From an optimization exercise on the open Yosys and OpenROAD flow, aimed at small area, a short achievable clock period and few clock cycles per item; shortcuts taken in it are not production practice.
RTL that was checked went through simulation tests only; none was proved equivalent to the original.
The RTL of run 2 was laid out without a check of its function.
Power is estimated from default activity; no workload was simulated.

## flow/design.v (module list and top-level ports; edited modules follow where they fit)
// module ep_div_stage: 18 lines
// module ep_fa: 10 lines
// module ep_filter_stream: 1948 lines
module ep_filter_stream #(
  parameter int unsigned PIX_W = 8,
  parameter int unsigned WIN   = 3,
  parameter int unsigned WGT_W = 4
) (
  input  logic                     clk,
  input  logic                     rst_n,
  input  logic                     in_valid,
  output logic                     in_ready,
  input  logic [WIN*WIN*PIX_W-1:0] in_win,
  input  logic                     in_sof,
  input  logic                     in_eol,
  input  logic [3:0]               thr_shift,
  input  logic                     bypass,
  output logic                     out_valid,
  input  logic                     out_ready,
  output logic [PIX_W-1:0]         out_pix,
  output logic                     out_sof,
  output logic                     out_eol
);
  // ...
==> flow/run.sh <==
#!/bin/bash
# synth_recipe.tcl (not shown) runs the flow's synth.tcl, then flattens the netlist and writes it again
# the make line also repeats each setting of config.mk as NAME=value (left out here)
make -C /OpenROAD-flow-scripts/flow DESIGN_CONFIG=/design/flow/config.mk WORK_HOME=/design/flow/orfs CLKGATE_MAP_FILE= SYNTH_SCRIPT=/design/flow/synth_recipe.tcl finish
==> flow/config.mk <==
export PLATFORM = sky130hd
export DESIGN_NAME = ep_filter_stream
export DESIGN_NICKNAME = ep_filter_stream
export VERILOG_FILES = /design/flow/design.v
export SDC_FILE = /design/flow/constraint.sdc
export NUM_CORES = 4
export LEC_CHECK = 0
export ABC_AREA = 1
export CAP_MARGIN = 20
export CORE_MARGIN = 2
export CORE_UTILIZATION = 40
export CTS_BUF_LIST = sky130_fd_sc_hd__clkbuf_8
export CTS_CLUSTER_DIAMETER = 50
export CTS_CLUSTER_SIZE = 16
export SETUP_SLACK_MARGIN = 1.8
export SLEW_MARGIN = 20
export SYNTH_HIERARCHICAL = 1
==> flow/constraint.sdc <==
create_clock -name core_clock -period 5.0 [get_ports {clk}]
set_input_delay 1.0000 -clock core_clock [delete_from_list [all_inputs] [get_ports {clk}]]
set_output_delay 1.0000 -clock core_clock [all_outputs]
set_load 0.01 [all_outputs]
==> summary.txt, run 1 <==
* Status: complete, no violations
* Post-Synth XOR/XNOR Area at 3.179%
* Input/output buffers at 94
* Dpl cells at between 4,000 and 5,000
* Register area at roughly 12,000 sq um
* Clk slew on worst S/H paths at 0.09 ns
* Die ar. at 84,260 sq um
* RSZ-0062 raised after global routing: true
* Clock group at between 3 and 4 mW
* Io pins at 95
* Slew HR at a little under two fifths
* WP depth at 6
* HP Start: nq_s5[3]
* LEAKAGE at 18.66 nW
* Routed met1 length at between 30,000 and 40,000 microns
* Multi-input combinational area share at 51.21%
* Nonclk inv count at 571
* Gate count of the mapped netlist at 3,580
* Clk tree area frac at roughly 3.6%
* Buf/Inv on CP at 1
* Combinational gate power at 12.2 mW
* Die width at 290.3 microns
* Post-CTS Setup Repair Bufs at 37
* DR WL met3 at 5341 microns
* Adder-cell share of the synthesized area at 29.03%
* Drt via density at about 5
* Regs by FF count: tL4_s2 (137), fifo_mem (80)
* Clock buffers at 60
* RR Startpoint: w1_s1[3]
* Final worst path period share at 62.40%
* CTS tree: done
* Overall power at 22.25 mW
* VDD IR-drop max at 294.3 uV
* CTS Sinks at 538
* Standard-cell row count at between 100 and 150
* Sw Share at a little over two fifths
* Share of total power in sequential cells at 30.6%
* Synth Flop Type: dfxtp_1
* Reg-to-Reg End: tL4_s2[63]
* Crit-path max FO at 10
Testbench counts, summed over its fixed seeds: cycles 16,064, items 16,000.
==> run 2: changes to the inputs <==
--- a/flow/design.v
+++ b/flow/design.v
@@ -1931,51 +1931,61 @@
       rem_s7 <= rem_c936;
       nq_s7 <= nq_c937;
   end
   assign tr_939 = {rem_s7, nq_s7[7:6]};
   assign ta_940 = {1'b0, tr_939} - {3'b0, dv_s7};
   assign tb_941 = {1'b0, tr_939} - {2'b0, dv_s7, 1'b0};
   assign tc_942 = {1'b0, tr_939} - {2'b0, dv3_s7};
   assign nq_c942 = {nq_s7[5:0], ~tb_941[10], (~ta_940[10] & tb_941[10]) | ~tc_942[10]};
-  logic             take;
-  logic [4-1:0]  owed;
-  logic [8-1:0] wr_oh, rd_oh;
-  logic             fifo_ne;
-  logic [9:0]       fifo_mem [8];
-  logic [9:0]       fifo_out;
-  assign take     = out_valid & out_ready;
+  logic              take;
+  logic [4-1:0]   owed;
+  logic [7-1:0] wr_oh, rd_oh;
+  logic [3-1:0]  held;
+  logic [9:0]        fifo_mem [7];
+  logic [9:0]        fifo_out;
+  logic [9:0]        res;
+  logic              load, from_fifo, to_fifo;
+  logic              oq_valid;
+  logic [9:0]        oq;
+  assign res      = {sof_s7, eol_s7, nq_c942};
+  assign take     = oq_valid & out_ready;
   assign in_ready = (owed != 4'd8) | take;
   always_ff @(posedge clk or negedge rst_n) begin
     if (!rst_n) begin
       owed <= '0;
     end else if ((in_valid & in_ready) != take) begin
       owed <= take ? owed - 1'b1 : owed + 1'b1;
     end
   end
-  logic [4-1:0] held;
+  assign load      = ~oq_valid | out_ready;
+  assign from_fifo = load & (held != '0);
+  assign to_fifo   = vld_s7 & ~(load & (held == '0));
   always_ff @(posedge clk or negedge rst_n) begin
     if (!rst_n) begin
-      wr_oh <= 8'd1;
-      rd_oh <= 8'd1;
-      held  <= '0;
+      wr_oh    <= 7'd1;
+      rd_oh    <= 7'd1;
+      held     <= '0;
+      oq_valid <= 1'b0;
     end else begin
-      if (vld_s7) wr_oh <= {wr_oh[8-2:0], wr_oh[8-1]};
-      if (take) rd_oh <= {rd_oh[8-2:0], rd_oh[8-1]};
-      if (vld_s7 != take) held <= take ? held - 1'b1 : held + 1'b1;
+      if (to_fifo) wr_oh <= {wr_oh[7-2:0], wr_oh[7-1]};
+      if (from_fifo) rd_oh <= {rd_oh[7-2:0], rd_oh[7-1]};
+      if (to_fifo != from_fifo) held <= from_fifo ? held - 1'b1 : held + 1'b1;
+      if (load) oq_valid <= (held != '0) | vld_s7;
     end
   end
   always_ff @(posedge clk) begin
-    for (int i = 0; i < 8; i++) begin
-      if (vld_s7 && wr_oh[i]) fifo_mem[i] <= {sof_s7, eol_s7, nq_c942};
+    for (int i = 0; i < 7; i++) begin
+      if (to_fifo && wr_oh[i]) fifo_mem[i] <= res;
     end
+    if (load) oq <= (held != '0) ? fifo_out : res;
   end
   always_comb begin
     fifo_out = '0;
-    for (int i = 0; i < 8; i++) begin
+    for (int i = 0; i < 7; i++) begin
       fifo_out = fifo_out | (fifo_mem[i] & {10{rd_oh[i]}});
     end
   end
-  assign out_valid = (held != '0);
-  assign out_sof   = fifo_out[9];
-  assign out_eol   = fifo_out[8];
-  assign out_pix   = fifo_out[7:0];
+  assign out_valid = oq_valid;
+  assign out_sof   = oq[9];
+  assign out_eol   = oq[8];
+  assign out_pix   = oq[7:0];
 endmodule
--- a/flow/config.mk
+++ b/flow/config.mk
@@ -7,11 +7,11 @@
 export LEC_CHECK = 0
 export ABC_AREA = 1
 export CAP_MARGIN = 20
 export CORE_MARGIN = 2
 export CORE_UTILIZATION = 40
 export CTS_BUF_LIST = sky130_fd_sc_hd__clkbuf_8
 export CTS_CLUSTER_DIAMETER = 50
 export CTS_CLUSTER_SIZE = 16
-export SETUP_SLACK_MARGIN = 1.8
+export SETUP_SLACK_MARGIN = 2.0
 export SLEW_MARGIN = 20
 export SYNTH_HIERARCHICAL = 1
==> summary.txt, run 2 <==
* RR Startpoint: w3_s1[1] (was w1_s1[3])
* Register area at 11,700 sq um (was 11,750 sq um)
* Post-synth top cells: nand2_1, inv_1, dfxtp_1 (unchanged)
* Slew HR at 37.96% (was 38.30%)
* Yosys cell types at 62 (was 61)
* WP data required at 5.57 ns (was 5.58 ns)
* Worst R2R Setup Slack at 2.04 ns (was 1.88 ns)
* HP Class: flop to flop (unchanged)
* Initial antenna violation count at 4 (was 5)
* Sequential fraction of the synthesis area at 35.69% (was 35.78%)
* Reg2reg path depth at 6 (unchanged)
* HP Start: nq_s4[5] (was nq_s5[3])
* CP max stage delay at 0.60 ns (was 0.80 ns)
* Kind of cell adding the most delay to the critical path: adder cells (unchanged)
* CTS Sinks at 536 (was 538)
* Clock power frac at 14.2% (was 14.7%)
* First-pass GRT wire length at 132,900 microns (was 135,500 microns)
* Fin nets at 4,360 (was 4,356)
* Commonest non-fill, non-tap cells in the layout: nand2_1, inv_1, dfxtp_1 (unchanged)
* Initial core utilization at 40.49% (was 40.57%)
* Leading area contributor after synthesis: dfxtp_1 (unchanged)
* Clock buffer depth at 3 (unchanged)
* Drt first pass iters at 6 (unchanged)
* Mapped Area at 32,720 sq um (was 32,780 sq um)
* Status: complete, no violations (unchanged)
* VDD IR-drop max at 330.2 uV (was 294.3 uV)
* Synthesis-stage register bit count at 536 (was 538)
* Setup Viol. Count Final at 0 (unchanged)
* Highest-delay cell along the critical path: dfxtp_2 (was dfxtp_1)
* Top reg by flops: tL4_s2 (unchanged)
* Worst Tran Pin Value at 0.9305 ns (was 0.9245 ns)
* Die ar. at 84,110 sq um (was 84,260 sq um)
* Dpl cells at 4,663 (was 4,672)
* Hold Crit Depth at 0 (unchanged)
* Overall power at 21.87 mW (was 22.25 mW)
* Synth Flop Type: dfxtp_1 (unchanged)
* Sw Share at 43.42% (was 43.41%)
* Crit-path most repeated cell: fa_1 (unchanged)
* Kind of critical path: flop to flop (unchanged)
* Most frequent cell after synthesis: nand2_1 (unchanged)
* Combinational share of power at 54.6% (was 54.8%)
* Fmax at 0.3379 GHz (was 0.3205 GHz)
* PwrDens at 580.0 nW/um^2 (was 600.5 nW/um^2)
* EDFF count, synth at 80 (unchanged)
* Standard-cell row count at 104 (unchanged)
* Share of layout cells above drive strength 1 at 11.94% (was 7.842%)
* Most common cell after layout, fill and taps aside: nand2_1 (unchanged)
* Io pins at 95 (unchanged)
* Layout fillers at 7,648 (was 7,685)
* Reg-to-Reg End: tL4_s2[63] (unchanged)
* Drt drc at 0 (unchanged)
* Antenna viol nets, final at 0 (unchanged)
* Min-Delay Endpoint: nq_s5[7] (was nq_s6[5])
* Worst-skew pair later-pin latency at 0.73 ns (was 0.74 ns)
* CTS Buf Count at 56 (unchanged)
* Largest net degree at the start of global routing at 60 (was 53)
* Crit. End Element: flop (unchanged)
* Final slew viol count at 0 (unchanged)
* Number of global-route vias before repair at 23,880 (was 23,790)
* Max reg flops at 137 (unchanged)
* Max-cap violations at 0 (unchanged)
* Buf/Inv on CP at 1 (unchanged)
* Drt wl/cell at 17.84 microns (was 18.17 microns)
* Area Growth Syn to Fin at 15.24% (was 13.03%)
* Synth top area share at 26.12% (was 26.08%)
* Synthesized area per cell at 9.176 sq um (was 9.157 sq um)
* RSZ-0062 raised after global routing: true (unchanged)
* Post-DP HPWL at 67,570 microns (was 68,080 microns)
* Post-synth ARST share at 5.410% (was 5.762%)
* Area taken by multi-input logic gates at 19,510 sq um (was 18,980 sq um)
* Share of total power in sequential cells at 31.1% (was 30.6%)
* DIE HEIGHT at 290.0 microns (was 290.3 microns)
* Gate count of the mapped netlist at 3,566 (was 3,580)
* CTS tree: done (unchanged)
* Final Hold Fails at 0 (unchanged)
* Gpl congestion at 0.9269 (was 0.9040)
* Crit-path max FO at 10 (unchanged)
* Regs by FF count: tL4_s2 (137), fifo_mem (70) (was tL4_s2 (137), fifo_mem (80))
* Gr ovfl total at 0 (unchanged)
* Ys Warns at 8 (unchanged)
* Power Internal at 12.37 mW (was 12.59 mW)
* DR vias at 24,030 (was 23,940)
* Setup_tns at 0 ns (unchanged)
* LEAKAGE at 18.80 nW (was 18.66 nW)
* Crit-path cells: nand2_1 -> inv_1 -> fa_1 -> fa_1 -> fa_1 -> fa_1 (unchanged)
* Die width at 290.0 microns (was 290.3 microns)
* Final min period at 2.960 ns (was 3.120 ns)
* Post-Route WL at 86,170 microns (was 87,650 microns)
* GRT Overall Usage at 20.22% (was 20.75%)
* Final Skew at 0.09036 ns (was 0.08386 ns)
* Input/output buffers at 94 (unchanged)
* Placeable Area at 80,810 sq um (unchanged)
* Clk slew on worst S/H paths at 0.09 ns (about the same)
* Clk Tree Root Cell: clkbuf_8 (unchanged)
* Arr. time, crit path at 3.53 ns (was 3.70 ns)
* Final worst path period share at 59.19% (was 62.40%)
* Top cells by area, synth: dfxtp_1, fa_1, nand2_1 (unchanged)
* CP startpoint kind: flop (unchanged)
* H-tree level count at 2 (unchanged)
* Sw power at 9.497 mW (was 9.660 mW)
* Drt first-iter violations at 1,507 (was 1,562)
* Fin cells at 4,831 (was 4,824)
* Drt via density at 4.974 (was 4.963)
==> run 2: worst max path at each step <==
stage,start,slack [ns],cells after the start,end
2_1_floorplan,in_win[34],1.71,16,w3_s1[1]
3_3_place_gp,in_win[33],0.68,18,w7_s1[3]
3_5_place_dp,in_win[33],0.60,17,w7_s1[3]
4_1_cts,in_win[61],2.00,15,w7_s1[1]
5_1_grt,in_win[32],1.94,19,w0_s1[0]
6_report,w3_s1[1],2.04,6,tL4_s2[63]
==> run 2: routing by layer <==
layer	global-route usage (%)	vias up	share of wire [%]
li1	-	11640	-
met1	26.36	11470	43
met2	34.73	729	48
met3	2.574	187	5.3
met4	6.809	2	3.4
met5	0	-	0.016
==> run 2: metrics by stage <==
step | worst slack, ns | util [%] | hold WS, ns | area (sq um)
6_report | 2.040 | 46.66 | 0.3249 | 37710
4_1_cts | 1.997 | 45.41 | 0.3264 | 36690
5_1_grt | 1.944 | 46.66 | 0.3188 | 37710
2_1_floorplan | 1.707 | - | 0.3096 | 32760
3_3_place_gp | 0.6843 | 43.11 | 0.3104 | 34840
3_5_place_dp | 0.6039 | 43.11 | 0.3132 | 34840
==> run 2: cell type report <==
class                   count  area share, %
inverters                 573          5.810
clock buffers              61          2.226
multi-input cells        2381          51.73
flip-flops and latches    536          31.02
clock inverters            44          1.165
well taps                1060          3.517
diodes                      1       0.006636
repair buffers            175          4.523
==> run 2: kinds of logic after synthesis <==
group	synth area share [%]
fa+ha+maj	29.01
mux	0.2180
simple gates	16.17
xor+xnor	3.212
buf+inv	7.624
flops	35.69
compound gates	8.064
other cells	0.01146
==> run 2: modules after synthesis, one instance, submodules excluded <==
module / flip-flops and latches / cells
ep_filter_stream: 536 / 3263
ep_fa: 0 / 1
==> run 2: repair_timing <==
action / CTS / global route
buffers inserted: 31 / 29
setup endpoints to repair: 54 / 44
hold buffers: 0 / 0
cloned: 2 / 0
resized for setup: 83 / 227
pin swaps: 11 / 81
==> run 2: power by group through the flow <==
| stage | Sequential [mW] | Clock [mW] | Combinational, mW |
|---|---|---|---|
| global placement | 6.91 | 0 | 11.7 |
| detailed placement | 6.93 | 0 | 11.9 |
| CTS | 6.83 | 3.21 | 12.0 |
| finish | 6.80 | 3.11 | 12.0 |
| floorplan | 6.44 | 0 | 8.99 |
| global route | 6.95 | 3.37 | 13.8 |

## static timing again, ports no longer ideal
The flow's constraints put no driver on any port. The routed layouts listed below were extracted and timed again, unchanged, in two steps.
Step 1 assumes that a clkbuf_16 drives the clock port and a buf_2 every other input.
Step 2 times the ports against the registers' clock, not the clock port: input delays grow and output delays shrink by t, the midpoint of the rising clock arrivals with the driver on.
Three values: no drivers, after step 1, after step 2; two values: the first two.
run | t (ns) | setup slack, ns | slew at the worst register clock pin (ns)
run 1 | 0.760 | 1.880 / 1.880 / 1.229 | 0.10 / 0.10
run 2 | 0.747 | 2.040 / 2.018 / 1.346 | 0.11 / 0.11
After both steps every run listed still meets setup and hold. The setup slack of run 2, which loses most, moves by -0.022 ns with the drivers and by -0.694 ns with both steps.
